This design comes from an exercise in tuning for a short achievable clock period and few clock cycles on the open sky130 flow, not from production work. The RTL was checked by simulation tests, not by an equivalence proof against the original design.

Setup of south:
==> flow/design.v (excerpt) <==
module dcacheTop (
	input  logic        CLK,
	input  logic        nRST,
	input  logic        cpuRen,
	input  logic        cpuWen,
	input  logic [31:0] cpuAddr,
	input  logic [31:0] cpuStore,
	input  logic        halt,
	output logic        dHit,
	output logic [31:0] loadData,
	output logic        flushed,
	output logic        memRen,
	output logic        memWen,
	output logic [31:0] memAddr,
	output logic [31:0] memStore,
	input  logic [31:0] memLoad,
	input  logic        memWait
);
	localparam logic [3:0] S_LOOK  = 4'd0;   
	localparam logic [3:0] S_RESP  = 4'd1;   
	localparam logic [3:0] S_RESPM = 4'd2;   
	localparam logic [3:0] S_WBA   = 4'd3;   
	localparam logic [3:0] S_WBB   = 4'd4;
	localparam logic [3:0] S_FA    = 4'd5;   
	localparam logic [3:0] S_FB    = 4'd6;
	localparam logic [3:0] S_FWA   = 4'd7;   
	localparam logic [3:0] S_FWB   = 4'd8;
	localparam logic [3:0] S_FST   = 4'd9;   
	localparam logic [3:0] S_DONE  = 4'd10;
	localparam logic [3:0] S_FLUSH = 4'd11;  
	localparam logic [3:0] S_FIX   = 4'd12;  
	logic [25:0] tag0 [8];
	logic [25:0] tag1 [8];
	logic [31:0] a0 [8];
	logic [31:0] b0 [8];
	logic [31:0] a1 [8];
	logic [31:0] b1 [8];
	logic [7:0]  valid0, valid1;
	logic [7:0]  dirty0, dirty1;
	logic [7:0]  lru;        
	logic [31:0] hitCount;
	logic [3:0]  state;
	logic        vWay;       
	logic        hWay;       
	logic        fWay;       
	logic [2:0]  fIdx;
	logic [31:0] holdA;      
	logic [31:0] loadQ;      
	logic        dHitQ, flushedQ, memRenQ, memWenQ;
	logic [31:0] loadDataQ, memAddrQ, memStoreQ;
	assign dHit = dHitQ;
	assign loadData = loadDataQ;
	assign flushed = flushedQ;
	assign memRen = memRenQ;
	assign memWen = memWenQ;
	assign memAddr = memAddrQ;
  ...
Settings: LEC_CHECK=0, ABC_CLOCK_PERIOD_IN_PS=1500, CAP_MARGIN=20, CORE_MARGIN=2, CORE_UTILIZATION=40, SLEW_MARGIN=20; clock period 10.0 ns.
standard.sh (not shown) runs the stock make flow with config.mk's settings and CLKGATE_MAP_FILE= SYNTH_SCRIPT=/design/flow/synth_recipe.tcl, a recipe that flattens the netlist after the stock synthesis.
==> flow/flow/run.sh <==
#!/bin/bash
# The standard layout, with timing repair aimed well below the clock period
set -euo pipefail
bash standard.sh SETUP_SLACK_MARGIN=6.5 finish > standard.log 2>&1
Testbench counts of south, summed over its fixed seeds: cycles 73,635.
Modified inputs, middle compared to south
--- a/flow/design.v
+++ b/flow/design.v
@@ -84,19 +84,18 @@
 	localparam logic [3:0] S_WBA   = 4'd3;   
 	localparam logic [3:0] S_WBB   = 4'd4;
 	localparam logic [3:0] S_FA    = 4'd5;   
 	localparam logic [3:0] S_FB    = 4'd6;
 	localparam logic [3:0] S_FWA   = 4'd7;   
 	localparam logic [3:0] S_FWB   = 4'd8;
 	localparam logic [3:0] S_FST   = 4'd9;   
 	localparam logic [3:0] S_DONE  = 4'd10;
 	localparam logic [3:0] S_FLUSH = 4'd11;  
-	localparam logic [3:0] S_FIX   = 4'd12;  
 	logic [25:0] tag0 [8];
 	logic [25:0] tag1 [8];
 	logic [31:0] a0 [8];
 	logic [31:0] b0 [8];
 	logic [31:0] a1 [8];
 	logic [31:0] b1 [8];
 	logic [7:0]  valid0, valid1;
 	logic [7:0]  dirty0, dirty1;
 	logic [7:0]  lru;        
@@ -148,27 +147,18 @@
 	always_comb begin
 		for (int s = 0; s < 8; s++) begin
 			dec[s] = (idx == 3'(s));
 		end
 	end
 	logic hit0, hit1, hit;
 	assign hit0 = |(eq0 & dec);
 	assign hit1 = |(eq1 & dec);
 	assign hit = hit0 || hit1;
-	logic [7:0] pm1;
-	always_comb begin
-		for (int s = 0; s < 8; s++) begin
-			pm1[s] = valid1[s] && (tag1[s][3:0] == cTag[3:0]);
-		end
-	end
-	logic pred, mispred;
-	assign pred = |(pm1 & dec);
-	assign mispred = cpuRen && ((hit0 && pred) || (hit1 && !pred));
 	logic [31:0] w0, w1;
 	assign w0 = off ? b0[idx] : a0[idx];
 	assign w1 = off ? b1[idx] : a1[idx];
 	logic [7:0] vwS, wb0S, wb1S;
 	logic vw, wb0, wb1, vDirty;
 	assign vw = vwS[idx];
 	assign wb0 = wb0S[idx];
 	assign wb1 = wb1S[idx];
 	assign vDirty = wb0 || wb1;
@@ -216,26 +206,22 @@
 	logic [25:0] sTag;
 	logic [31:0] sA;
 	assign sTag = fwQ ? tag1[fiQ] : tag0[fiQ];
 	assign sA = fwQ ? a1[fiQ] : a0[fiQ];
 	logic [31:0] fB;
 	assign fB = fWay ? b1[fIdx] : b0[fIdx];
 	logic [31:0] scanAddr, scanStore;
 	assign scanAddr = foundQ ? {sTag, fiQ, 3'b000} : 32'h00003100;
 	assign scanStore = foundQ ? sA : hitCount;
-	logic [31:0] fillWord;
+	logic [31:0] fillWord, ld0, ld1;
 	assign fillWord = mOff ? memLoad : holdA;
-	logic [31:0] fixWord;
-	assign fixWord = hWay ? (mOff ? b1[mIdx] : a1[mIdx]) : (mOff ? b0[mIdx] : a0[mIdx]);
-	logic altLd;
-	logic [31:0] altWord;
-	assign altLd = (state == S_FB) || (state == S_FIX);
-	assign altWord = (state == S_FB) ? fillWord : fixWord;
+	assign ld0 = (state == S_FB) ? fillWord : w0;
+	assign ld1 = (state == S_FB) ? fillWord : w1;
 	logic look, resp, respWrite;
 	assign look = (state == S_LOOK);
 	assign resp = (state == S_RESP);
 	assign respWrite = resp && rqWen;
 	logic startFlush;    
 	assign startFlush = (state == S_FLUSH) || (state == S_FWB && !memWait);
 	always_ff @(posedge CLK, negedge nRST) begin
 		if (!nRST) begin
 			state <= S_LOOK;
@@ -243,40 +229,32 @@
 			flushedQ <= 1'b0;
 			memRenQ <= 1'b0;
 			memWenQ <= 1'b0;
 		end else begin
 			dHitQ <= 1'b0;
 			case (state)
 				S_LOOK: begin
 					if (lkReq) begin
 						if (hit) begin
-							if (mispred) begin
-								state <= S_FIX;
-							end else begin
-								dHitQ <= 1'b1;
-								state <= S_RESP;
-							end
+							dHitQ <= 1'b1;
+							state <= S_RESP;
 						end else if (vDirty) begin
 							memWenQ <= 1'b1;
 							state <= S_WBA;
 						end else begin
 							memRenQ <= 1'b1;
 							state <= S_FA;
 						end
 					end else if (lkHalt) begin
 						state <= S_FLUSH;
 					end
 				end
 				S_RESP, S_RESPM: state <= S_LOOK;
-				S_FIX: begin
-					dHitQ <= 1'b1;
-					state <= S_RESP;
-				end
 				S_WBA: if (!memWait) state <= S_WBB;
 				S_WBB: if (!memWait) begin
 					memWenQ <= 1'b0;
 					memRenQ <= 1'b1;
 					state <= S_FA;
 				end
 				S_FA: if (!memWait) state <= S_FB;
 				S_FB: if (!memWait) begin
 					memRenQ <= 1'b0;
@@ -322,19 +300,20 @@
 				memStoreQ <= fB;
 			end
 			S_FWB: if (!memWait) begin
 				memAddrQ <= scanAddr;
 				memStoreQ <= scanStore;
 			end
 			S_FST: ;
 			default: ;
 		endcase
-		loadDataQ <= altLd ? altWord : (pred ? w1 : w0);
+		loadDataQ[15:0] <= hit0 ? ld0[15:0] : ld1[15:0];
+		loadDataQ[31:16] <= hit1 ? ld1[31:16] : ld0[31:16];
 		if (state == S_FA) begin
 			holdA <= memLoad;
 		end
 		if (startFlush) begin
 			fWay <= fwQ;
 			fIdx <= fiQ;
 		end
 	end
 	logic fill;
## What came out
Of middle and south, it is middle that has the lower number of well-tap cells placed. NOTE: share of synthesized area spent on multiplexers in middle exceeds that of south. Delta (middle minus south): final RePlAce weighted congestion rose by about 3.4%; sequential fraction of total cell area dropped 0.73 points; setup fix buffers added after clock tree synthesis higher; final critical delay including setup and external delays up 0.27 ns. Relative to south, the simple-gate share of the synthesized area of middle is higher by 0.93 points. Comparing south and middle, the lower peak supply drop was measured on middle. Summary: with south as the reference, netlist area before placement in middle moved down by a few percent. Delta (middle minus south): core utilization rose by 1.9 points; non-clock buffer count rose by about 7.5%. Looking at the reports, middle completed the entire flow and the layout it produced met the timing, design-rule and antenna checks. south went all the way through the flow, and no timing, DRC or antenna check failed.
Testbench counts of middle, summed over its fixed seeds: cycles 73,540.

==> re-timing with driven ports <==
In the flow no input, the clock included, has a driving cell. The finished layouts below were timed again as built, in two steps.
Step 1 sets driving cells, clkbuf_16 on the clock port and buf_2 on the other inputs (assumed; they add their load-dependent delay and slew).
Step 2 moves the port delays by t, midway between the first and last clock arrival at a register: inputs arrive t later, outputs are due t later. That takes back most of the time a late clock gives input paths.
Three values: no drivers, after step 1, after step 2; two values: the first two.
run	t (ns)	setup slack, ns	worst hold slack (ns)	clock arrival spread, ns	worst data-port slew with drivers (ns)
south	0.978	6.113 / 5.985 / 5.006	0.487 / 0.487 / 0.487	0.076 / 0.075	0.38
middle	0.970	5.844 / 5.733 / 4.763	0.462 / 0.462 / 0.462	0.086 / 0.085	0.35
After both steps setup and hold are still met in every run listed. For south, which loses most, drivers alone change the setup slack by -0.128 ns; drivers and shift together by -1.107 ns.
